Background: an optimization exercise with open tools, aiming at small area, a short achievable clock period and few clock cycles. Do not read the settings as production practice. Function was checked by simulation only, so behaviour that the tests miss may differ from the original. No activity file was given, so power comes from the tool's default toggle rates.

==> design.v <==
`default_nettype none
package friet_pkg;
    parameter int block_width = 128;
    parameter int lane_width = 32;
    typedef logic [block_width-1:0] block_t;
    typedef enum logic [3:0] {
        inst_load_key = 4'd1,
        inst_encrypt  = 4'd2,
        inst_decrypt  = 4'd3,
        inst_tag      = 4'd4,
        inst_verify   = 4'd5
    } inst_t;
    typedef enum logic [1:0] {
        core_load    = 2'd0,
        core_encrypt = 2'd1,
        core_decrypt = 2'd2,
        core_squeeze = 2'd3
    } core_oper_t;
    parameter logic [2:0] verdict_fixed_bits = 3'b111;
endpackage
`default_nettype wire
`timescale 1ns/10ps
`default_nettype none
module stream_buffer_in #(
    parameter int DIN_DOUT_WIDTH = 32
) (
    input  wire                       clk,
    input  wire                       reg_compare_tag_rst,
    input  wire [DIN_DOUT_WIDTH-1:0]  din,
    input  wire                       din_last,
    input  wire                       din_valid,
    output logic                      din_ready,
    output friet_pkg::block_t         in_block,
    output logic                      in_block_last,
    output logic                      in_block_valid,
    input  wire                       in_block_ready
);
    localparam int words = friet_pkg::block_width / DIN_DOUT_WIDTH;
    localparam int cnt_width = $clog2(words);
    logic [cnt_width-1:0] cnt;
    logic din_xfer;
    logic final_word;
    assign din_ready = ~in_block_valid;
    assign din_xfer = din_valid & din_ready;
    assign final_word = (cnt == cnt_width'(words - 1));
    always_ff @(posedge clk) begin
        if (reg_compare_tag_rst) begin
            cnt <= '0;
            in_block_valid <= 1'b0;
            in_block_last <= 1'b0;
        end else if (din_xfer) begin
            if (final_word) begin
                cnt <= '0;
                in_block_valid <= 1'b1;
                in_block_last <= din_last;
            end else begin
                cnt <= cnt + 1'b1;
            end
        end else if (in_block_valid && in_block_ready) begin
            in_block_valid <= 1'b0;
        end
    end
    always_ff @(posedge clk) begin
        if (din_xfer) begin
            in_block <= {in_block[friet_pkg::block_width-DIN_DOUT_WIDTH-1:0], din};
        end
    end
endmodule
`default_nettype wire
`timescale 1ns/10ps
`default_nettype none
module stream_buffer_out #(
    parameter int DIN_DOUT_WIDTH = 32
) (
    input  wire                       clk,
    input  wire                       reg_compare_tag_rst,
    input  wire friet_pkg::block_t    out_block,
    input  wire                       out_block_last,
    input  wire                       out_block_valid,
    output logic                      out_block_ready,
    output logic [DIN_DOUT_WIDTH-1:0] buf_dout,
    output logic                      buf_dout_last,
    output logic                      buf_dout_valid,
    input  wire                       buf_dout_ready
);
    localparam int words = friet_pkg::block_width / DIN_DOUT_WIDTH;
    localparam int cnt_width = $clog2(words);
    friet_pkg::block_t shift;
    logic [cnt_width-1:0] cnt;
    logic busy;
    logic block_last;
    logic word_xfer;
    logic final_word;
    logic block_take;
    assign final_word = (cnt == cnt_width'(words - 1));
    assign word_xfer = busy & buf_dout_ready;
    assign out_block_ready = ~busy | (word_xfer & final_word);
    assign block_take = out_block_valid & out_block_ready;
    assign buf_dout = shift[friet_pkg::block_width-1 -: DIN_DOUT_WIDTH];
    assign buf_dout_valid = busy;
    assign buf_dout_last = block_last & final_word;
    always_ff @(posedge clk) begin
        if (reg_compare_tag_rst) begin
            busy <= 1'b0;
            cnt <= '0;
            block_last <= 1'b0;
        end else if (block_take) begin
            busy <= 1'b1;
            cnt <= '0;
            block_last <= out_block_last;
        end else if (word_xfer) begin
            cnt <= cnt + 1'b1;
            if (final_word) begin
                busy <= 1'b0;
            end
        end
    end
    always_ff @(posedge clk) begin
        if (block_take) begin
            shift <= out_block;
        end else if (word_xfer) begin
            shift <= shift << DIN_DOUT_WIDTH;
        end
    end
endmodule
`default_nettype wire
`timescale 1ns/10ps
`default_nettype none
module duplex_core (
    input  wire                        clk,
    input  wire                        reg_compare_tag_rst,
    input  wire friet_pkg::core_oper_t core_oper,
    input  wire                        core_start,
    input  wire                        verify_mode,
    input  wire friet_pkg::block_t     in_block,
    input  wire                        in_block_last,
    input  wire                        in_block_valid,
    output logic                       in_block_ready,
    output friet_pkg::block_t          out_block,
    output logic                       out_block_last,
    output logic                       out_block_valid,
    input  wire                        out_block_ready
);
    localparam int bw = friet_pkg::block_width;
    localparam int lw = friet_pkg::lane_width;
    friet_pkg::block_t state;
    friet_pkg::block_t mixed;
    logic slot_valid;
    logic take;
    friet_pkg::block_t rot_mixed;
    friet_pkg::block_t rot_in;
    assign rot_mixed = {mixed[bw-lw-1:0], mixed[bw-1:bw-lw]};
    assign rot_in = {in_block[bw-lw-1:0], in_block[bw-1:bw-lw]};
    always_comb begin
        if (verify_mode) begin
            in_block_ready = slot_valid;
        end else if (core_oper == friet_pkg::core_squeeze) begin
            in_block_ready = 1'b0;
        end else begin
            in_block_ready = ~slot_valid | out_block_ready;
        end
    end
    assign take = in_block_valid & in_block_ready;
    assign mixed = state ^ in_block;
    assign out_block_valid = slot_valid & ~verify_mode;
    always_ff @(posedge clk) begin
        if (reg_compare_tag_rst) begin
            state <= '0;
        end else if (take && !verify_mode) begin
            case (core_oper)
                friet_pkg::core_load:    state <= in_block;
                friet_pkg::core_encrypt: state <= rot_mixed;
                friet_pkg::core_decrypt: state <= rot_in;
                default:                 state <= state;
            endcase
        end
    end
    always_ff @(posedge clk) begin
        if (reg_compare_tag_rst) begin
            slot_valid <= 1'b0;
            out_block_last <= 1'b0;
        end else if (core_start) begin
            slot_valid <= 1'b1;
            out_block_last <= 1'b1;
        end else if (take && verify_mode) begin
            slot_valid <= 1'b0;
        end else if (take && core_oper != friet_pkg::core_load) begin
            slot_valid <= 1'b1;
            out_block_last <= in_block_last;
        end else if (out_block_valid && out_block_ready) begin
            slot_valid <= 1'b0;
        end
    end
    always_ff @(posedge clk) begin
        if (core_start) begin
            out_block <= state;
        end else if (take) begin
            out_block <= mixed;
        end
    end
endmodule
`default_nettype wire
`timescale 1ns/10ps
`default_nettype none
module stream_controller #(
    parameter int DIN_DOUT_WIDTH = 32
) (
    input  wire                    clk,
    input  wire                    reg_compare_tag_rst,
    input  wire friet_pkg::inst_t  inst,
    input  wire                    inst_valid,
    output logic                   inst_ready,
    input  wire                    din_valid,
    input  wire                    din_ready_int,
    output logic                   din_ready,
    output logic                   in_enable,
    input  wire                    in_block_valid,
    input  wire                    in_block_ready,
    input  wire                    in_block_last,
    output friet_pkg::core_oper_t  core_oper,
    output logic                   core_start,
    output logic                   verify_mode,
    output logic                   clear_compare,
    output logic                   verdict_select,
    input  wire                    dout_valid,
    input  wire                    dout_ready,
    input  wire                    dout_last
);
    typedef enum logic [2:0] {
        ph_idle, ph_stream, ph_squeeze, ph_verify, ph_verdict
    } phase_t;
    phase_t phase;
    friet_pkg::inst_t reg_inst;
    logic started;
    logic input_done;
    logic input_open;
    logic block_xfer;
    logic dout_end;
    assign block_xfer = in_block_valid & in_block_ready;
    assign dout_end = dout_valid & dout_ready & dout_last;
    assign input_open = ((phase == ph_stream) & ~input_done) | (phase == ph_verify);
    assign in_enable = din_valid & input_open;
    assign din_ready = din_ready_int & input_open;
    assign inst_ready = (phase == ph_idle);
    assign core_start = ((phase == ph_squeeze) | (phase == ph_verify)) & ~started;
    assign clear_compare = (phase == ph_verify) & ~started;
    assign verify_mode = (phase == ph_verify);
    assign verdict_select = (phase == ph_verdict);
    always_comb begin
        case (reg_inst)
            friet_pkg::inst_load_key: core_oper = friet_pkg::core_load;
            friet_pkg::inst_encrypt:  core_oper = friet_pkg::core_encrypt;
            friet_pkg::inst_decrypt:  core_oper = friet_pkg::core_decrypt;
            default:                  core_oper = friet_pkg::core_squeeze;
        endcase
    end
    always_ff @(posedge clk) begin
        if (reg_compare_tag_rst) begin
            phase <= ph_idle;
            reg_inst <= friet_pkg::inst_load_key;
            started <= 1'b0;
            input_done <= 1'b0;
        end else begin
            case (phase)
                ph_idle: begin
                    started <= 1'b0;
                    input_done <= 1'b0;
                    if (inst_valid) begin
                        reg_inst <= inst;
                        case (inst)
                            friet_pkg::inst_load_key,
                            friet_pkg::inst_encrypt,
                            friet_pkg::inst_decrypt: phase <= ph_stream;
                            friet_pkg::inst_tag:     phase <= ph_squeeze;
                            friet_pkg::inst_verify:  phase <= ph_verify;
                            default:                 phase <= ph_idle;
                        endcase
                    end
                end
                ph_stream: begin
                    if (block_xfer && in_block_last) begin
                        input_done <= 1'b1;
                    end
                    if (reg_inst == friet_pkg::inst_load_key) begin
                        if (block_xfer && in_block_last) begin
                            phase <= ph_idle;
                        end
                    end else if (dout_end) begin
                        phase <= ph_idle;
                    end
                end
                ph_squeeze: begin
                    started <= 1'b1;
                    if (dout_end) begin
                        phase <= ph_idle;
                    end
                end
                ph_verify: begin
                    started <= 1'b1;
                    if (block_xfer) begin
                        phase <= ph_verdict;
                    end
                end
                ph_verdict: begin
                    if (dout_valid && dout_ready) begin
                        phase <= ph_idle;
                    end
                end
                default: phase <= ph_idle;
            endcase
        end
    end
endmodule
`default_nettype wire
`timescale 1ns/10ps
`default_nettype none
module tag_verify #(
    parameter int DIN_DOUT_WIDTH = 32
) (
    input  wire                       clk,
    input  wire                       reg_compare_tag_rst,
    input  wire                       clear_compare,
    input  wire                       verify_mode,
    input  wire                       verdict_select,
    input  wire friet_pkg::block_t    out_block,
    input  wire                       out_block_valid,
    input  wire friet_pkg::block_t    in_block,
    input  wire                       in_block_valid,
    input  wire [DIN_DOUT_WIDTH-1:0]  buf_dout,
    input  wire                       buf_dout_last,
    input  wire                       buf_dout_valid,
    output logic                      buf_dout_ready,
    output logic [DIN_DOUT_WIDTH-1:0] dout,
    output logic                      dout_last,
    output logic                      dout_valid,
    input  wire                       dout_ready
);
    friet_pkg::block_t compare_tag;
    logic [DIN_DOUT_WIDTH-1:0] verdict_word;
    always_ff @(posedge clk) begin
        if (reg_compare_tag_rst || clear_compare) begin
            compare_tag <= '0;
        end else if (verify_mode && out_block_valid && in_block_valid) begin
            compare_tag <= compare_tag | (out_block ^ in_block);
        end
    end
    assign verdict_word = {{(DIN_DOUT_WIDTH-4){1'b0}}, friet_pkg::verdict_fixed_bits,
                           |compare_tag};
    always_comb begin
        if (verdict_select) begin
            dout = verdict_word;
            dout_last = 1'b1;
            dout_valid = 1'b1;
            buf_dout_ready = 1'b0;
        end else begin
            dout = buf_dout;
            dout_last = buf_dout_last;
            dout_valid = buf_dout_valid;
            buf_dout_ready = dout_ready;
        end
    end
endmodule
`default_nettype wire
`timescale 1ns/10ps
`default_nettype none
module friet_stream_top #(
    parameter int DIN_DOUT_WIDTH = 32
) (
    input  wire                        clk,
    input  wire                        reg_compare_tag_rst,
    input  wire friet_pkg::inst_t      inst,
    input  wire                        inst_valid,
    output logic                       inst_ready,
    input  wire [DIN_DOUT_WIDTH-1:0]   din,
    input  wire                        din_last,
    input  wire                        din_valid,
    output logic                       din_ready,
    output logic [DIN_DOUT_WIDTH-1:0]  dout,
    output logic                       dout_last,
    output logic                       dout_valid,
    input  wire                        dout_ready
);
    logic in_enable;
    logic din_ready_int;
    friet_pkg::block_t in_block;
    logic in_block_last;
    logic in_block_valid;
    logic in_block_ready;
    friet_pkg::block_t out_block;
    logic out_block_last;
    logic out_block_valid;
    logic out_block_ready;
    logic [DIN_DOUT_WIDTH-1:0] buf_dout;
    logic buf_dout_last;
    logic buf_dout_valid;
    logic buf_dout_ready;
    friet_pkg::core_oper_t core_oper;
    logic core_start;
    logic verify_mode;
    logic clear_compare;
    logic verdict_select;
    stream_controller #(.DIN_DOUT_WIDTH(DIN_DOUT_WIDTH)) controller (
        .clk(clk), .reg_compare_tag_rst(reg_compare_tag_rst),
        .inst(inst), .inst_valid(inst_valid), .inst_ready(inst_ready),
        .din_valid(din_valid), .din_ready_int(din_ready_int),
        .din_ready(din_ready), .in_enable(in_enable),
        .in_block_valid(in_block_valid), .in_block_ready(in_block_ready),
        .in_block_last(in_block_last),
        .core_oper(core_oper), .core_start(core_start),
        .verify_mode(verify_mode), .clear_compare(clear_compare),
        .verdict_select(verdict_select),
        .dout_valid(dout_valid), .dout_ready(dout_ready), .dout_last(dout_last)
    );
    stream_buffer_in #(.DIN_DOUT_WIDTH(DIN_DOUT_WIDTH)) buffer_in (
        .clk(clk), .reg_compare_tag_rst(reg_compare_tag_rst),
        .din(din), .din_last(din_last), .din_valid(in_enable),
        .din_ready(din_ready_int),
        .in_block(in_block), .in_block_last(in_block_last),
        .in_block_valid(in_block_valid), .in_block_ready(in_block_ready)
    );
    duplex_core core (
        .clk(clk), .reg_compare_tag_rst(reg_compare_tag_rst),
        .core_oper(core_oper), .core_start(core_start), .verify_mode(verify_mode),
        .in_block(in_block), .in_block_last(in_block_last),
        .in_block_valid(in_block_valid), .in_block_ready(in_block_ready),
        .out_block(out_block), .out_block_last(out_block_last),
        .out_block_valid(out_block_valid), .out_block_ready(out_block_ready)
    );
    stream_buffer_out #(.DIN_DOUT_WIDTH(DIN_DOUT_WIDTH)) buffer_out (
        .clk(clk), .reg_compare_tag_rst(reg_compare_tag_rst),
        .out_block(out_block), .out_block_last(out_block_last),
        .out_block_valid(out_block_valid), .out_block_ready(out_block_ready),
        .buf_dout(buf_dout), .buf_dout_last(buf_dout_last),
        .buf_dout_valid(buf_dout_valid), .buf_dout_ready(buf_dout_ready)
    );
    tag_verify #(.DIN_DOUT_WIDTH(DIN_DOUT_WIDTH)) verify (
        .clk(clk), .reg_compare_tag_rst(reg_compare_tag_rst),
        .clear_compare(clear_compare), .verify_mode(verify_mode),
        .verdict_select(verdict_select),
        .out_block(out_block), .out_block_valid(in_block_ready),
        .in_block(in_block), .in_block_valid(in_block_valid),
        .buf_dout(buf_dout), .buf_dout_last(buf_dout_last),
        .buf_dout_valid(buf_dout_valid), .buf_dout_ready(buf_dout_ready),
        .dout(dout), .dout_last(dout_last), .dout_valid(dout_valid),
        .dout_ready(dout_ready)
    );
endmodule
`default_nettype wire
==> run.sh <==
#!/bin/bash
# synth_recipe.tcl (not shown) runs the flow's synth.tcl, then flattens the netlist and writes it again
# the make line also repeats each setting of config.mk as NAME=value (left out here)
make -C /OpenROAD-flow-scripts/flow DESIGN_CONFIG=/design/flow/config.mk WORK_HOME=/design/flow/orfs CLKGATE_MAP_FILE= SYNTH_SCRIPT=/design/flow/synth_recipe.tcl finish
==> config.mk <==
export PLATFORM = sky130hd
export DESIGN_NAME = friet_stream_top
export DESIGN_NICKNAME = friet_stream_top
export VERILOG_FILES = /design/flow/design.v
export SDC_FILE = /design/flow/constraint.sdc
export NUM_CORES = 4
export LEC_CHECK = 0
export CAP_MARGIN = 20
export CORE_MARGIN = 2
export CORE_UTILIZATION = 40
export SLEW_MARGIN = 20
==> constraint.sdc <==
create_clock -name core_clock -period 6.0 [get_ports {clk}]
set_input_delay 1.2000 -clock core_clock [delete_from_list [all_inputs] [get_ports {clk}]]
set_output_delay 1.2000 -clock core_clock [all_outputs]
set_load 0.01 [all_outputs]
==> results.ini, run 1 <==
[run_status]
status = complete, no violations

[cts]
postCtsSetupBuffers = 0
hold_buffers = 0
path_clk_slew_ps = 60
cts.sinks = 659
clk_latency_ps = 610
numCtsBuffers = 73
cts_htree_levels = 3
cts_tree = done
ctsResizeCount = 0
cts_root_buf = clkbuf_16
clockBufferDepth = 3

[cells_and_area]
area_delta_synth_final_pct = 13.9
diodes = 0
final_area_um2 = 32800
drive_above_1_share_pct = 5.48
instances_no_fill = 3813
layout.nets = 2850
fin_util_pct = 46.0

[synth]
synth_edf_count = 384
syn_avg_cell_area_um2 = 10.3
yosysWarnings = 5
synthesis.area_um2 = 28800
postSynth.asyncResetShare_pct = 0
ys_seq_elements = 659
syn_nets = 2847
ys.flop_type = edfxtp_1
synth-seq-area-share_pct = 59.1
synth_cells = 2800
synth.distinct_cells = 47

[global_routing]
grt_pass1_wl_mm = 114
grt_pass1_vias = 20200
grt_overflow_total = 0
grt.total_usage_pct = 19.6
antenna_found_initial = 0
grt_max_degree = 132

[route]
wl_mm = 73.0
drc = 0
drt-vias-per-instance = 5.29
first_iter_violations = 1585
wl_per_cell_um = 19.1
drt_pass1_iterations = 6
route.antenna.remaining_nets = 0
via_count = 20200

[floorplanning]
start_util_pct = 40.4
die_h_um = 272
dieArea_um2 = 74200
fp.dieW_um = 272
rows = 98
core_area_um2 = 71400
io_pins = 78

[sta]
layout_min_cycle_time_ps = 4760
fin_ws_ps = 1240
slew_headroom_pct = 29.7
hold_violations = 0
rsz0062_at_grt = false
skew_ps = 41.4
timing.fmax_mhz = 210
worstMarginPinSlew_ps = 1050
finalMaxSlewViolations = 0
setup_viol = 0
fin_crit_sh_pct = 79.3

[critical_path]
reg2reg_depth = 8
cp_data_required_time_ps = 4800
cp-end-kind = output pin
cp.arrival_ps = 3560
reg2reg_slack_ps = 1840
worstReg2RegEnd = core.state[109]
critical_path_class = flip-flop to output pin
crit_fanout = 2
start_kind = flip-flop
rr_startpoint = controller.phase[2]

[power]
ir_drop_mv = 0.176
p_leak_nw = 12.0
powerDensity_nw_per_um2 = 298

[worst_hold_path]
hold_path_end = buffer_out.block_last
worstHoldPathType = flip-flop to flip-flop
hold_start = core.out_block_last
holdPathStages = 2

[placement]
port_buffers = 77
dp_slack_ps = 1480
place_area_um2 = 30400
place_congestion = 0.764
dp_cells = 3677
dp_hpwl_mm = 40.5

[run]
cap_viol_max_count = 0

-- registers in the layout (all words and copies together), names as in the netlist, 2 cells and up --
register,cells
verify.compare_tag,128
core.out_block,128
buffer_out.cnt,2
core.state,128
buffer_out.shift,128
buffer_in.cnt,2
controller.phase,3
controller.reg_inst,4
buffer_in.in_block,128
-- per-stage QoR --
step           setup TNS [ps]  hold WS, ps  power, mW
2_1_floorplan            -200          432       5.27
3_3_place_gp                0          447       5.43
3_5_place_dp                0          453       5.44
4_1_cts                     0          466       9.87
5_1_grt                     0          493       10.1
6_report                    0          463       9.79
-- critical path: stages, from the launching register on --
cell and delay, ps:
dfxtp_1 310, nor4_1 750, nand4_1 210, or4_1 530
nor3_1 380, a21oi_1 220, clkdlybuf4s50_1 540
-- placed cells by master, fill, tap and decap left out, drive strengths merged, types with 2 or more instances in the layout --
| master | count |
|---|---|
| a211oi | 2 |
| a21oi | 265 |
| a221o | 39 |
| a22oi | 90 |
| and2 | 34 |
| and3 | 2 |
| buf | 27 |
| clkbuf | 115 |
| clkdlybuf4s50 | 76 |
| clkinv | 16 |
| dfxtp | 275 |
| edfxtp | 384 |
| ha | 5 |
| inv | 11 |
| mux2i | 9 |
| nand2 | 732 |
| nand2b | 3 |
| nand3 | 7 |
| nand4 | 8 |
| nor2 | 144 |
| nor2b | 32 |
| nor3 | 9 |
| nor4 | 33 |
| o211ai | 43 |
| o21ai | 95 |
| or2 | 6 |
| xnor2 | 129 |
| xor2 | 254 |
-- layout make-up --
| class | instances | area [um^2] |
|---|---|---|
| fillers | 6609 | 38500 |
| inverters | 9 | 33.8 |
| well taps | 950 | 1190 |
| multi-input cells | 1957 | 11100 |
| clock buffers | 115 | 2240 |
| clock inverters | 20 | 143 |
| flip-flops and latches | 659 | 17000 |
| repair buffers | 103 | 1100 |
-- worst max path at each step --
stage	from	to	slack [ps]	depth (start not counted)
3_5_place_dp	dout_ready	buffer_out.shift[13]	1480	6
3_3_place_gp	dout_ready	buffer_out.shift[13]	1530	6
5_1_grt	verify.compare_tag[11]	dout[0]	1110	6
6_report	verify.compare_tag[11]	dout[0]	1240	6
4_1_cts	verify.compare_tag[11]	dout[0]	1160	6
2_1_floorplan	din_valid	buffer_in.in_block_last	-170	4
-- cells in the mapped netlist, types with 3 or more instances --
| library cell | n | area (um^2) |
|---|---|---|
| dfxtp_1 | 275 | 5510 |
| buf_1 | 5 | 18.8 |
| nand4_1 | 8 | 50.1 |
| mux2i_1 | 9 | 90.1 |
| or2_2 | 6 | 37.5 |
| a22oi_1 | 90 | 676 |
| nor2_1 | 144 | 541 |
| nor3_1 | 9 | 45.0 |
| nor2b_1 | 32 | 200 |
| inv_1 | 9 | 33.8 |
| nand3_1 | 7 | 35.0 |
| nor4_1 | 33 | 206 |
| xor2_1 | 254 | 2220 |
| o211ai_1 | 43 | 323 |
| buf_2 | 35 | 175 |
| ha_1 | 5 | 62.6 |
| o21ai_0 | 94 | 470 |
| clkbuf_1 | 122 | 458 |
| nand2_1 | 731 | 2740 |
| xnor2_1 | 129 | 1130 |
| a221o_1 | 39 | 390 |
| a21oi_1 | 265 | 1330 |
| buf_6 | 4 | 45.0 |
| and2_1 | 34 | 213 |
| edfxtp_1 | 384 | 11500 |
| buf_4 | 9 | 67.6 |
| nand2b_1 | 3 | 18.8 |
-- power by group --
part           total (mW)  leakage, nW  internal [mW]  switching (mW)
combinational       0.453         5.16          0.158           0.294
clock                4.44         1.17           2.61            1.83
sequential           4.89         5.67           4.83          0.0536
-- cells by family (layout without fill, tap and decap cells) --
family | after synthesis | in the layout | share of synthesized area [%]
multiplexers | 9 | 9 | 0.313
flip-flops | 659 | 659 | 59.1
buffers and inverters | 184 | 247 | 2.77
AO/OA/AOI/OAI | 543 | 543 | 11.4
adder cells (fa/ha/maj) | 5 | 5 | 0.217
XOR/XNOR | 383 | 383 | 11.6
AND/OR/NAND/NOR | 1017 | 1017 | 14.5
-- routing by layer --
layer  up-vias  track usage, %  part of all wire, %
met1      9866            25.7                   44
met3       105            3.00                  6.0
li1       9625               -                    -
met4         0            6.52                  2.4
met5         -               0                    0
met2       570            33.0                   48
Testbench counts, summed over its fixed seeds: cycles 24,705.
==> run 2: changes to the inputs <==
==> design.v (replaced) <==
`default_nettype none
package friet_pkg;
    parameter int block_width = 128;
    parameter int lane_width = 32;
    typedef logic [block_width-1:0] block_t;
    typedef enum logic [3:0] {
        inst_load_key = 4'd1,
        inst_encrypt  = 4'd2,
        inst_decrypt  = 4'd3,
        inst_tag      = 4'd4,
        inst_verify   = 4'd5
    } inst_t;
    typedef enum logic [1:0] {
        core_load    = 2'd0,
        core_encrypt = 2'd1,
        core_decrypt = 2'd2,
        core_squeeze = 2'd3
    } core_oper_t;
    parameter logic [2:0] verdict_fixed_bits = 3'b111;
endpackage
`default_nettype wire
`timescale 1ns/10ps
`default_nettype none
module friet_stream_top #(
    parameter int DIN_DOUT_WIDTH = 32
) (
    input  wire                        clk,
    input  wire                        reg_compare_tag_rst,
    input  wire friet_pkg::inst_t      inst,
    input  wire                        inst_valid,
    output logic                       inst_ready,
    input  wire [DIN_DOUT_WIDTH-1:0]   din,
    input  wire                        din_last,
    input  wire                        din_valid,
    output logic                       din_ready,
    output logic [DIN_DOUT_WIDTH-1:0]  dout,
    output logic                       dout_last,
    output logic                       dout_valid,
    input  wire                        dout_ready
);
    localparam int W = DIN_DOUT_WIDTH;
    logic [W-1:0] lane [0:3];
    logic [1:0] ptr;
    logic [1:0] wcnt;
    logic zero;              
    logic op_ld, op_en, op_de, op_tg, op_vf;
    logic active;
    logic vpend;
    logic diff;
    logic [W-1:0] rd;
    logic [W-1:0] x;
    logic [W-1:0] wdata;
    logic step;
    logic fin;
    logic blk_end;
    logic gate;
    assign active = op_ld | op_en | op_de | op_tg | op_vf;
    assign gate = zero | vpend;
    always_comb begin
        rd = '0;
        for (int i = 0; i < 4; i++) begin
            if (!gate && ptr == 2'(i)) rd = lane[i];
        end
    end
    assign x = rd ^ (din & {W{(op_en | op_de | op_vf) & ~vpend}});
    assign wdata = din ^ (rd & {W{op_en}});
    assign din_ready = op_ld | (op_vf & ~vpend) | ((op_en | op_de) & ~vpend & dout_ready);
    assign step = op_tg ? (~vpend & dout_ready) : (din_valid & din_ready);
    assign blk_end = step & (wcnt == 2'd3);
    assign fin = op_tg ? blk_end : (step & din_last);
    assign inst_ready = ~active | fin;
    assign dout_valid = vpend | (op_tg | ((op_en | op_de) & din_valid));
    assign dout_last = vpend | (op_tg & (wcnt == 2'd3)) | ((op_en | op_de) & din_last);
    assign dout = {x[W-1:4], x[3:1] | {3{vpend}}, x[0] | (vpend & diff)};
    always_ff @(posedge clk) begin
        if (reg_compare_tag_rst) begin
            op_ld <= 1'b0;
            op_en <= 1'b0;
            op_de <= 1'b0;
            op_tg <= 1'b0;
            op_vf <= 1'b0;
        end else if (inst_valid && inst_ready) begin
            op_ld <= (inst == friet_pkg::inst_load_key);
            op_en <= (inst == friet_pkg::inst_encrypt);
            op_de <= (inst == friet_pkg::inst_decrypt);
            op_tg <= (inst == friet_pkg::inst_tag);
            op_vf <= (inst == friet_pkg::inst_verify);
        end else if (fin) begin
            op_ld <= 1'b0;
            op_en <= 1'b0;
            op_de <= 1'b0;
            op_tg <= 1'b0;
            op_vf <= 1'b0;
        end
    end
    always_ff @(posedge clk) begin
        if (reg_compare_tag_rst) begin
            ptr <= 2'd0;
            wcnt <= 2'd0;
            zero <= 1'b1;
        end else if (step) begin
            wcnt <= wcnt + 2'd1;
            ptr <= ptr + ((blk_end && (op_en || op_de)) ? 2'd2 : 2'd1);
            if (blk_end && (op_ld || op_en || op_de)) zero <= 1'b0;
        end
    end
    always_ff @(posedge clk) begin
        if (reg_compare_tag_rst) begin
            vpend <= 1'b0;
        end else if (step && op_vf && wcnt == 2'd3) begin
            vpend <= 1'b1;
        end else if (dout_ready) begin
            vpend <= 1'b0;
        end
    end
    always_ff @(posedge clk) begin
        if (step && op_vf) begin
            diff <= ((wcnt != 2'd0) & diff) | (|x);
        end
    end
    always_ff @(posedge clk) begin
        for (int i = 0; i < 4; i++) begin
            if (step && (op_ld || op_en || op_de) && ptr == 2'(i)) lane[i] <= wdata;
        end
    end
endmodule
`default_nettype wire
--- a/config.mk
+++ b/config.mk
@@ -8,4 +8,5 @@
 export CAP_MARGIN = 20
 export CORE_MARGIN = 2
 export CORE_UTILIZATION = 40
+export SETUP_SLACK_MARGIN = 3.3
 export SLEW_MARGIN = 20
==> results.ini, run 2 <==
[run_status]
status = complete, no violations  ; unchanged

[global_routing]
grt.total_usage_pct = 20.6  ; was 19.6%
antenna_found_initial = 1  ; was 0
grt_max_degree = 36  ; was 132
grt_overflow_total = 0  ; unchanged
grt_pass1_vias = 5118  ; was 20.2k
grt_pass1_wl_mm = 28.4  ; was 114 mm

[synth]
synth_commonest_cells = edfxtp_1, nand2_1, xnor2_1, mux4_2, xor2_1  ; was nand2_1, edfxtp_1, dfxtp_1, a21oi_1, xor2_1
ys.flop_type = edfxtp_1  ; unchanged
postSynth.asyncResetShare_pct = 0  ; unchanged
ys_seq_elements = 140  ; was 659
synth-seq-area-share_pct = 58.0  ; was 59.1%
syn_nets = 586  ; was 2847
synth_edf_count = 129  ; was 384
synth_cells = 541  ; was 2800
synth.distinct_cells = 48  ; was 47
synth_top_cells_by_area = edfxtp_1, mux4_2, xnor2_1  ; was edfxtp_1, dfxtp_1, nand2_1
yosysMostFrequentCell = edfxtp_1  ; was nand2_1
syn_avg_cell_area_um2 = 13.1  ; was 10.3 um^2
yosys.area.top_type = edfxtp_1  ; unchanged
synthesis.area_um2 = 7060  ; was 28800 um^2
synth_top_area_share_pct = 54.8  ; was 40.0%
yosysWarnings = 2  ; was 5

[critical_path]
cp-end-kind = output pin  ; unchanged
start_kind = flip-flop  ; unchanged
crit_fanout = 7  ; was 2
critical_path_class = flip-flop to output pin  ; unchanged
cp.arrival_ps = 2080  ; was 3560 ps
cp_data_required_time_ps = 4800  ; about the same

[cells_and_area]
drive_above_1_share_pct = 39.8  ; was 5.48%
regMostFlops = lane
area_delta_synth_final_pct = 38.0  ; was 13.9%
largest_reg_flops = 128
layout_common_cells = edfxtp_1, nand2_1, buf_4  ; was nand2_1, edfxtp_1, dfxtp_1
final_common_cell = edfxtp_1  ; was nand2_1
final_area_um2 = 9750  ; was 32800 um^2
layout_top_registers = lane x128, ptr x2, wcnt x2
layout.nets = 746  ; was 2850

[sta]
hold_violations = 0  ; unchanged
finalMaxSlewViolations = 0  ; unchanged
skew_ps = 10.4  ; was 41.4 ps
slew_headroom_pct = 32.7  ; was 29.7%
timing.fmax_mhz = 305  ; was 210 MHz
worstMarginPinSlew_ps = 1000  ; was 1050 ps
rsz0062_at_grt = true  ; was false
layout_min_cycle_time_ps = 3280  ; was 4760 ps
tns_ps = 0  ; unchanged
fin_crit_sh_pct = 54.7  ; was 79.3%
setup_viol = 0  ; unchanged

[route]
drc = 0  ; unchanged
wl_mm = 18.1  ; was 73.0 mm
first_iter_violations = 330  ; was 1585
drt-vias-per-instance = 5.40  ; was 5.29
drt_pass1_iterations = 5  ; was 6
wl_per_cell_um = 19.3  ; was 19.1 um
route.antenna.remaining_nets = 0  ; unchanged
via_count = 5078  ; was 20.2k

[power]
powerDensity_nw_per_um2 = 248  ; was 298 nW/um^2
p_leak_nw = 3.39  ; was 12.0 nW
ir_drop_mv = 0.174  ; was 0.176 mV

[floorplanning]
io_pins = 78  ; unchanged
core_area_um2 = 17300  ; was 71400 um^2
rows = 48  ; was 98
start_util_pct = 40.8  ; was 40.4%
dieArea_um2 = 18700  ; was 74200 um^2
die_h_um = 137  ; was 272 um
fp.dieW_um = 137  ; was 272 um

[placement]
port_buffers = 77  ; unchanged
place_area_um2 = 8220  ; was 30400 um^2
place_congestion = 0.768  ; was 0.764
dp_hpwl_mm = 10.5  ; was 40.5 mm

[cts]
cts_htree_levels = 4  ; was 3
path_clk_slew_ps = 60  ; about the same
numCtsBuffers = 17  ; was 73
cts.sinks = 140  ; was 659
clk_latency_ps = 410  ; was 610 ps
cts_root_buf = clkbuf_16  ; unchanged
cts_tree = done  ; unchanged
hold_buffers = 0  ; unchanged
clockBufferDepth = 2  ; was 3

[run]
cap_viol_max_count = 0  ; unchanged

[worst_hold_path]
worstHoldPathType = flip-flop to flip-flop  ; unchanged

[run 2: cell count changes after synthesis, moves of 76 or more]
| cell | before | now |
|---|---|---|
| nand2_1 | 731 | 100 |
| dfxtp_1 | 275 | 11 |
| a21oi_1 | 265 | 6 |
| edfxtp_1 | 384 | 129 |
| xor2_1 | 254 | 27 |
| nor2_1 | 144 | 12 |
| clkbuf_1 | 122 | 16 |
| a22oi_1 | 90 | 10 |
| o21ai_0 | 94 | 18 |
[run 2: worst paths after layout]
| kind | startpoint | to | slack (ps) | depth (start not counted) |
|---|---|---|---|---|
| worst max register to register | ptr[0] | diff | 3280 | 11 |
| worst max-delay path | ptr[0] | dout[13] | 2720 | 7 |
| worst min register to register | op_de | op_de | 530 | 2 |
| worst min-delay path | op_de | op_de | 530 | 2 |
[run 2: cell type report]
class	count	area, um^2
sequential	140	4110
clock inverter	15	220
antenna	1	2.50
fill	1423	7550
clock buffer	17	425
tap	225	282
timing repair buffer	165	1450
multi-input combinational	370	3230
inverter	7	26.3
[run 2: cell families (layout without fill, tap and decap cells)]
family,Yosys count,after routing,share of synthesized area [%]
muxes,34,34,10.5
and+or+nand+nor,192,193,13.4
other,0,1,0
adders and majority gates,3,3,0.532
buffers and inverters,32,204,2.14
xor gates and xnor gates,81,81,10.0
AOI/OAI and AO/OA,59,59,5.47
DFF,140,140,58.0
[run 2: layer usage]
metal	part of all wire, %	routed length [um]	track usage, %	vias to the layer above
met5	0	0	0	-
met4	1.5	277	7.39	0
met3	5.9	1070	4.52	18
met2	51	9190	34.1	164
met1	42	7600	26.7	2548
li1	-	-	-	2348
[run 2: where the power goes]
| part | internal [mW] | total, mW | switching, mW | leakage (nW) |
|---|---|---|---|---|
| clock | 0.737 | 1.13 | 0.393 | 0.303 |
| combinational | 0.111 | 0.219 | 0.109 | 1.83 |
| sequential | 1.07 | 1.07 | 0.00292 | 1.25 |
[run 2: per-stage QoR]
stage          std cells  total power [mW]  hold slack (ps)  utilization (%)  setup WS (ps)
2_1_floorplan        541              1.19              465                -           2890
3_3_place_gp         827              1.27              499             47.5           1830
3_5_place_dp         827              1.27              505             47.5           1790
4_1_cts              922              2.42              525             54.7           2650
5_1_grt              939              2.50              565             56.4           2630
6_report             940              2.42              531             56.4           2720
[run 2: timing repair]
item                                   in CTS  in global routing
buffers inserted                           61                 17
pin swaps                                  33                 22
gates cloned                                2                  0
setup endpoints to repair                 242                 69
endpoints found under the hold margin       0                  0
resized for setup                         276                 41
[run 2: critical path, cell delays in order (launching register included)]
cell and delay (ps):
dfxtp_4 380, buf_12 120, buf_12 120, buf_6 100, mux4_2 500, and2_4 190, xnor2_2 120, buf_2 130
Testbench counts of run 2, summed over its fixed seeds: cycles 15,691.
==> run 3: changes to the inputs <==
--- a/config.mk
+++ b/config.mk
@@ -8,5 +8,6 @@
 export CAP_MARGIN = 20
 export CORE_MARGIN = 2
 export CORE_UTILIZATION = 40
+export CTS_BUF_LIST = sky130_fd_sc_hd__clkbuf_4 sky130_fd_sc_hd__clkbuf_8
 export SETUP_SLACK_MARGIN = 3.3
 export SLEW_MARGIN = 20
==> results.ini, run 3 <==
[run_status]
status = complete, no violations  ; unchanged

[route]
wl_per_cell_um = 19.0  ; was 19.3 um
drc = 0  ; unchanged
first_iter_violations = 320  ; was 330
drt-vias-per-instance = 5.37  ; was 5.40
drt_pass1_iterations = 5  ; unchanged
route.antenna.remaining_nets = 0  ; unchanged
via_count = 5072  ; was 5078
wl_mm = 17.9  ; was 18.1 mm

[power]
powerDensity_nw_per_um2 = 224  ; was 248 nW/um^2
pwr-share-comb_pct = 10.1  ; was 9.1%
clkPwrFrac_pct = 40.0  ; was 46.7%
ir_drop_mv = 0.153  ; was 0.174 mV
internal-power_mw = 1.67  ; was 1.91 mW
switching_share_pct = 22.1  ; was 20.8%
p_switching_mw = 0.473  ; was 0.504 mW
p_leak_nw = 3.30  ; was 3.39 nW
seqPwrFrac_pct = 49.9  ; was 44.2%

[cells_and_area]
area_delta_synth_final_pct = 35.3  ; was 38.0%
regMostFlops = lane  ; unchanged
drive_above_1_share_pct = 38.6  ; was 39.8%
largest_reg_flops = 128  ; unchanged
fin_util_pct = 55.2  ; was 56.4%
final_area_um2 = 9560  ; was 9750 um^2
final_common_cell = edfxtp_1  ; unchanged
num-fill-cells = 1463  ; was 1423
layout_common_cells = edfxtp_1, nand2_1, buf_4  ; unchanged
layout_top_registers = lane x128, ptr x2, wcnt x2  ; unchanged
layout.nets = 750  ; was 746
instances_no_fill = 944  ; was 940

[global_routing]
grt.total_usage_pct = 20.3  ; was 20.6%
grt_max_degree = 36  ; unchanged
gr-usage-met1_pct = 26.7  ; about the same
use_met2_pct = 33.4  ; was 34.1%
top_usage_layer = met2  ; unchanged
antenna_found_initial = 1  ; unchanged
grt_pass1_vias = 5044  ; was 5118
met3_usage_pct = 4.26  ; was 4.52%
grt_pass1_wl_mm = 27.9  ; was 28.4 mm
grt_overflow_total = 0  ; unchanged

[sta]
rsz0062_at_grt = true  ; unchanged
setup_viol = 0  ; unchanged
worstMarginPinSlew_ps = 1010  ; was 1000 ps
fin_crit_sh_pct = 55.9  ; was 54.7%
finalMaxSlewViolations = 0  ; unchanged
tns_ps = 0  ; unchanged
hold_violations = 0  ; unchanged
timing.fmax_mhz = 298  ; was 305 MHz
slew_headroom_pct = 32.1  ; was 32.7%
layout_min_cycle_time_ps = 3360  ; was 3280 ps
skew_ps = 15.9  ; was 10.4 ps

[synth]
synth-seq-area-share_pct = 58.0  ; unchanged
syn_avg_cell_area_um2 = 13.1  ; unchanged
synth_cells = 541  ; unchanged
yosysMostFrequentCell = edfxtp_1  ; unchanged
synth_top_area_share_pct = 54.8  ; unchanged
synth_top_cells_by_area = edfxtp_1, mux4_2, xnor2_1  ; unchanged
yosys.area.top_type = edfxtp_1  ; unchanged
synth_commonest_cells = edfxtp_1, nand2_1, xnor2_1, mux4_2, xor2_1  ; unchanged
synth_edf_count = 129  ; unchanged
postSynth.asyncResetShare_pct = 0  ; unchanged
yosysWarnings = 2  ; unchanged
syn_nets = 586  ; unchanged
synthesis.area_um2 = 7060  ; unchanged
ys_seq_elements = 140  ; unchanged
ys.flop_type = edfxtp_1  ; unchanged
synth.distinct_cells = 48  ; unchanged

[critical_path]
cp-end-kind = output pin  ; unchanged
cp.arrival_ps = 2160  ; was 2080 ps
reg2reg_depth = 10  ; was 11
start_kind = flip-flop  ; unchanged
cpMaxStageDelayCell = mux4_2  ; unchanged
cp_data_required_time_ps = 4800  ; about the same
crit_fanout = 5  ; was 7
critical_path_class = flip-flop to output pin  ; unchanged
max_stage_delay_ps = 480  ; was 500 ps
path_cells = buf_4, mux4_2, and2_2, xnor2_1, clkdlybuf4s15_2  ; was buf_12, buf_12, buf_6, mux4_2, and2_4, xnor2_2, buf_2

[placement]
dp_cells = 827  ; unchanged
place_congestion = 0.768  ; unchanged
port_buffers = 77  ; unchanged
dp_hpwl_mm = 10.5  ; unchanged
place_area_um2 = 8220  ; unchanged

[cts]
cts_root_buf = clkbuf_8  ; was clkbuf_16
clk_latency_ps = 450  ; was 410 ps
cts_tree = done  ; unchanged
cts_htree_levels = 4  ; unchanged
clockBufferDepth = 2  ; unchanged
path_clk_slew_ps = 80  ; was 60 ps
numCtsBuffers = 17  ; unchanged
cts.sinks = 140  ; unchanged
hold_buffers = 0  ; unchanged

[floorplanning]
dieArea_um2 = 18700  ; unchanged
rows = 48  ; unchanged
fp.dieW_um = 137  ; unchanged
io_pins = 78  ; unchanged
core_area_um2 = 17300  ; unchanged
die_h_um = 137  ; unchanged
start_util_pct = 40.8  ; unchanged

[run]
cap_viol_max_count = 0  ; unchanged

[worst_hold_path]
holdPathStages = 2  ; unchanged
worstHoldPathType = flip-flop to flip-flop  ; unchanged

run 3: cell types whose count changed in the layout (fill, tap and decap cells not counted), moves of 2 or more:
cell,previous run,this run
clkbuf_8,0,17
clkbuf_16,17,1
buf_4,59,69
buf_6,19,12
dlygate4sd2_1,19,26
buf_2,35,30
clkbuf_2,3,0
and2_2,0,2
and2_4,7,5
xnor2_1,44,46
xnor2_2,10,8
run 3: path summary, 6_finish.rpt:
kind | endpoint | slack [ps] | startpoint
max | dout[27] | 2640 | ptr[0]
min reg2reg | op_de | 530 | op_de
min | op_de | 530 | op_de
max reg2reg | diff | 3210 | ptr[0]
run 3: per-layer routing:
layer / wire (um) / share of wire, % / up-vias
met2: 9070 / 51 / 159
met5: 0 / 0 / -
met1: 7660 / 43 / 2538
li1: - / - / 2349
met3: 912 / 5.1 / 26
met4: 294 / 1.6 / 0
run 3: area by class of cell:
class	instances	area [um^2]	share of cell area [%]
well taps	225	282	2.95
repair buffers	169	1510	15.8
diodes	1	2.50	0.0262
clock inverters	15	220	2.30
flip-flops and latches	140	4110	43.0
clock buffers	17	234	2.45
inverters	7	26.3	0.275
multi-input cells	370	3180	33.3
run 3: logic make-up (layout without fill, tap and decap cells):
group / Yosys count / in the layout / share of synthesized area, %
flip-flops: 140 / 140 / 58.0
other: 0 / 1 / 0
AO/OA/AOI/OAI: 59 / 59 / 5.47
adder cells (fa/ha/maj): 3 / 3 / 0.532
buffers and inverters: 32 / 208 / 2.14
AND/OR/NAND/NOR: 192 / 193 / 13.4
XOR/XNOR: 81 / 81 / 10.0
multiplexers: 34 / 34 / 10.5
run 3: stage by stage:
step	power, mW	worst slack [ps]	hold WS, ps
6_report	2.14	2640	531
5_1_grt	2.22	2550	562
3_5_place_dp	1.27	1790	505
2_1_floorplan	1.19	2890	465
4_1_cts	2.14	2600	530
3_3_place_gp	1.27	1830	499
run 3: what timing repair did:
action | CTS | global route
setup endpoints to repair | 242 | 37
buffers inserted | 63 | 18
gates resized for setup | 260 | 20
pin swaps | 38 | 17
gates cloned | 2 | 1
run 3: power groups by stage:
| stage | registers, mW | logic [mW] | clock network [mW] |
|---|---|---|---|
| 6_report | 1.07 | 0.216 | 0.857 |
| 5_1_grt | 1.07 | 0.234 | 0.919 |
| 4_1_cts | 1.07 | 0.205 | 0.871 |
| 3_5_place_dp | 1.10 | 0.177 | 0 |
| 3_3_place_gp | 1.10 | 0.172 | 0 |
| 2_1_floorplan | 1.09 | 0.105 | 0 |
run 3: worst max-delay path: cells and delay by family (launching register included):
kind,cells,cell delay [ps]
muxes,1,480
DFF,1,410
buffers and inverters,2,400
and+or+nand+nor,1,250
xor gates and xnor gates,1,160
==> run 4: changes to the inputs <==
--- a/config.mk
+++ b/config.mk
@@ -8,6 +8,4 @@
 export CAP_MARGIN = 20
 export CORE_MARGIN = 2
 export CORE_UTILIZATION = 40
-export CTS_BUF_LIST = sky130_fd_sc_hd__clkbuf_4 sky130_fd_sc_hd__clkbuf_8
-export SETUP_SLACK_MARGIN = 3.3
 export SLEW_MARGIN = 20
==> results.ini, run 4 <==
[critical_path]
path_cells = nor3_2, nor2_2, buf_4, nand2_1, xnor2_1, nand2b_1, clkdlybuf4s50_1  ; was buf_4, mux4_2, and2_2, xnor2_1, clkdlybuf4s15_2
critical_path_class = flip-flop to output pin  ; unchanged
crit_fanout = 24  ; was 5
cp.arrival_ps = 3620  ; was 2160 ps
cp_data_required_time_ps = 4800  ; about the same
max_stage_delay_ps = 930  ; was 480 ps
start_kind = flip-flop  ; unchanged
cpMaxStageDelayCell = dfxtp_1  ; was mux4_2
cp-end-kind = output pin  ; unchanged

[cells_and_area]
diodes = 0  ; was 1
num-fill-cells = 1524  ; was 1463
final_area_um2 = 8630  ; was 9560 um^2
layout.nets = 667  ; was 750
regMostFlops = lane  ; unchanged
layout_common_cells = edfxtp_1, nand2_1, clkdlybuf4s50_1  ; was edfxtp_1, nand2_1, buf_4
regArea_um2 = 4100  ; was 4110 um^2
instances_no_fill = 860  ; was 944
multi_input_area_um2 = 2850  ; was 3180 um^2
largest_reg_flops = 128  ; unchanged
drive_above_1_share_pct = 13.2  ; was 38.6%
layout_top_registers = lane x128, ptr x2, wcnt x2  ; unchanged
final_common_cell = edfxtp_1  ; unchanged
area_delta_synth_final_pct = 22.2  ; was 35.3%

[synth]
yosys.area.top_type = edfxtp_1  ; unchanged
synth.distinct_cells = 48  ; unchanged
synth_commonest_cells = edfxtp_1, nand2_1, xnor2_1, mux4_2, xor2_1  ; unchanged
syn_nets = 586  ; unchanged
ys_seq_elements = 140  ; unchanged
synth_edf_count = 129  ; unchanged
synth_top_cells_by_area = edfxtp_1, mux4_2, xnor2_1  ; unchanged
synth_top_area_share_pct = 54.8  ; unchanged
synth_cells = 541  ; unchanged
yosysMostFrequentCell = edfxtp_1  ; unchanged
synthesis.area_um2 = 7060  ; unchanged
ys.flop_type = edfxtp_1  ; unchanged
synth-seq-area-share_pct = 58.0  ; unchanged
postSynth.asyncResetShare_pct = 0  ; unchanged
yosysWarnings = 2  ; unchanged
syn_avg_cell_area_um2 = 13.1  ; unchanged

[global_routing]
met3_usage_pct = 4.59  ; was 4.26%
antenna_found_initial = 0  ; was 1
grt_pass1_vias = 4709  ; was 5044
use_met2_pct = 29.9  ; was 33.4%
grt_max_degree = 53  ; was 36
top_usage_layer = met2  ; unchanged
grt_pass1_wl_mm = 25.3  ; was 27.9 mm
grt.total_usage_pct = 18.2  ; was 20.3%
grt_overflow_total = 0  ; unchanged
gr-usage-met1_pct = 23.6  ; was 26.7%

[route]
drt_pass1_iterations = 4  ; was 5
drc = 0  ; unchanged
route.antenna.remaining_nets = 0  ; unchanged
drt-vias-per-instance = 5.47  ; was 5.37
wl_per_cell_um = 18.9  ; was 19.0 um
wl_mm = 16.2  ; was 17.9 mm
first_iter_violations = 360  ; was 320
via_count = 4701  ; was 5072

[power]
seqPwrFrac_pct = 49.7  ; was 49.9%
pwr-share-comb_pct = 7.9  ; was 10.1%
ir_drop_mv = 0.196  ; was 0.153 mV
clkPwrFrac_pct = 42.4  ; was 40.0%
powerDensity_nw_per_um2 = 251  ; was 224 nW/um^2
p_switching_mw = 0.466  ; was 0.473 mW
p_leak_nw = 2.62  ; was 3.30 nW
switching_share_pct = 21.5  ; was 22.1%
internal-power_mw = 1.70  ; was 1.67 mW

[cts]
cts_tree = done  ; unchanged
hold_buffers = 0  ; unchanged
postCtsSetupBuffers = 0  ; was 63
cts_htree_levels = 4  ; unchanged
clockBufferDepth = 2  ; unchanged
path_clk_slew_ps = 60  ; was 80 ps
ctsResizeCount = 0  ; was 260
numCtsBuffers = 17  ; unchanged
cts.sinks = 140  ; unchanged
clk_latency_ps = 420  ; was 450 ps
cts_root_buf = clkbuf_16  ; was clkbuf_8

[placement]
dp_hpwl_mm = 10.3  ; was 10.5 mm
place_congestion = 0.795  ; was 0.768
place_area_um2 = 8110  ; was 8220 um^2
dp_cells = 828  ; was 827
port_buffers = 77  ; unchanged

[sta]
tns_ps = 0  ; unchanged
layout_min_cycle_time_ps = 4820  ; was 3360 ps
worstMarginPinSlew_ps = 979  ; was 1010 ps
slew_headroom_pct = 34.7  ; was 32.1%
hold_violations = 0  ; unchanged
skew_ps = 7.62  ; was 15.9 ps
setup_viol = 0  ; unchanged
finalMaxSlewViolations = 0  ; unchanged
whs_ps = 530  ; was 531 ps
timing.fmax_mhz = 207  ; was 298 MHz
rsz0062_at_grt = false  ; was true
fin_crit_sh_pct = 80.4  ; was 55.9%

[worst_hold_path]
worstHoldPathType = flip-flop to flip-flop  ; unchanged

[run_status]
status = complete, no violations  ; unchanged

[floorplanning]
die_h_um = 137  ; unchanged
fp.dieW_um = 137  ; unchanged
rows = 48  ; unchanged
core_area_um2 = 17300  ; unchanged
io_pins = 78  ; unchanged
start_util_pct = 40.8  ; unchanged
dieArea_um2 = 18700  ; unchanged

[run]
cap_viol_max_count = 0  ; unchanged

run 4: logic make-up after synthesis:
kind of cell               share of synthesized area [%]
and+or+nand+nor                                     13.4
DFF                                                 58.0
AOI/OAI and AO/OA                                   5.47
adders and majority gates                          0.532
xor gates and xnor gates                            10.0
buffers and inverters                               2.14
muxes                                               10.5
run 4: cell type report:
class,instances,area share [%]
inverter,7,0.304
sequential,140,47.4
clock inverter,9,0.580
tap,225,3.26
timing repair buffer,87,9.94
clock buffer,23,5.42
multi-input combinational,369,33.0
run 4: through the flow:
| stage | utilization [%] | worst slack (ps) | total power [mW] |
|---|---|---|---|
| final | 49.9 | 1180 | 2.16 |
| after global routing | 49.9 | 1010 | 2.24 |
| after CTS | 49.9 | 1180 | 2.18 |
| after detailed placement | 46.9 | 1400 | 1.27 |
| after global placement | 46.9 | 1490 | 1.26 |
| after floorplan | - | 1210 | 1.19 |
run 4: per-layer routing:
layer / part of all wire [%] / routed length [um]
met2: 49 / 7950
met1: 45 / 7300
met5: 0 / 0
met3: 4.8 / 772
met4: 1.4 / 226
run 4: power groups by stage:
stage                     combinational (mW)  clock [mW]  sequential (mW)
after floorplan                       0.0971           0             1.09
after global placement                 0.167           0             1.10
after detailed placement               0.171           0             1.10
after CTS                              0.172       0.933             1.08
after global routing                   0.186       0.977             1.08
final                                  0.172       0.917             1.08
run 4: worst max-delay path, delay by kind of cell, from the launching register on:
| family | cells | cell delay, ps |
|---|---|---|
| simple gates | 4 | 1160 |
| flops | 1 | 930 |
| buf+inv | 2 | 890 |
| xor+xnor | 1 | 220 |
run 4: worst paths after layout:
path,to,slack [ps],startpoint,cells after the start
max,dout[1],1180,op_en,7
min,op_ld,530,op_ld,2
max reg2reg,diff,2670,ptr[0],7
min reg2reg,op_ld,530,op_ld,2

what the ideal ports hide:
The results above use ideal ports. As a check the final layouts listed here were re-extracted and re-timed, cells and wires unchanged. Step 1 sets driving cells, clkbuf_16 on the clock port and buf_2 on the other inputs (assumed; they add their load-dependent delay and slew). Step 2 moves the port delays by t, midway between the first and last clock arrival at a register: inputs arrive t later, outputs are due t later. That takes back most of the time a late clock gives input paths. Slacks: no drivers / after step 1 / after step 2; pairs: no drivers / after step 1.
| run | t (ns) | setup slack, ns | hold WS [ns] | slew at the worst register clock pin (ns) | cell pins on the clock port's net |
|---|---|---|---|---|---|
| run 1 | 0.653 | 1.244 / 1.183 / 1.493 | 0.463 / 0.463 / 0.463 | 0.06 / 0.06 | 1 |
| run 2 | 0.452 | 2.718 / 2.675 / 2.673 | 0.531 / 0.531 / 0.531 | 0.06 / 0.06 | 1 |
| run 3 | 0.483 | 2.644 / 2.606 / 2.642 | 0.531 / 0.531 / 0.531 | 0.08 / 0.08 | 1 |
| run 4 | 0.450 | 1.179 / 1.141 / 1.339 | 0.530 / 0.530 / 0.530 | 0.06 / 0.06 | 1 |
After both steps every run listed still meets setup and hold. For run 2, which loses most, drivers alone change the setup slack by -0.043 ns; drivers and shift together by -0.045 ns.
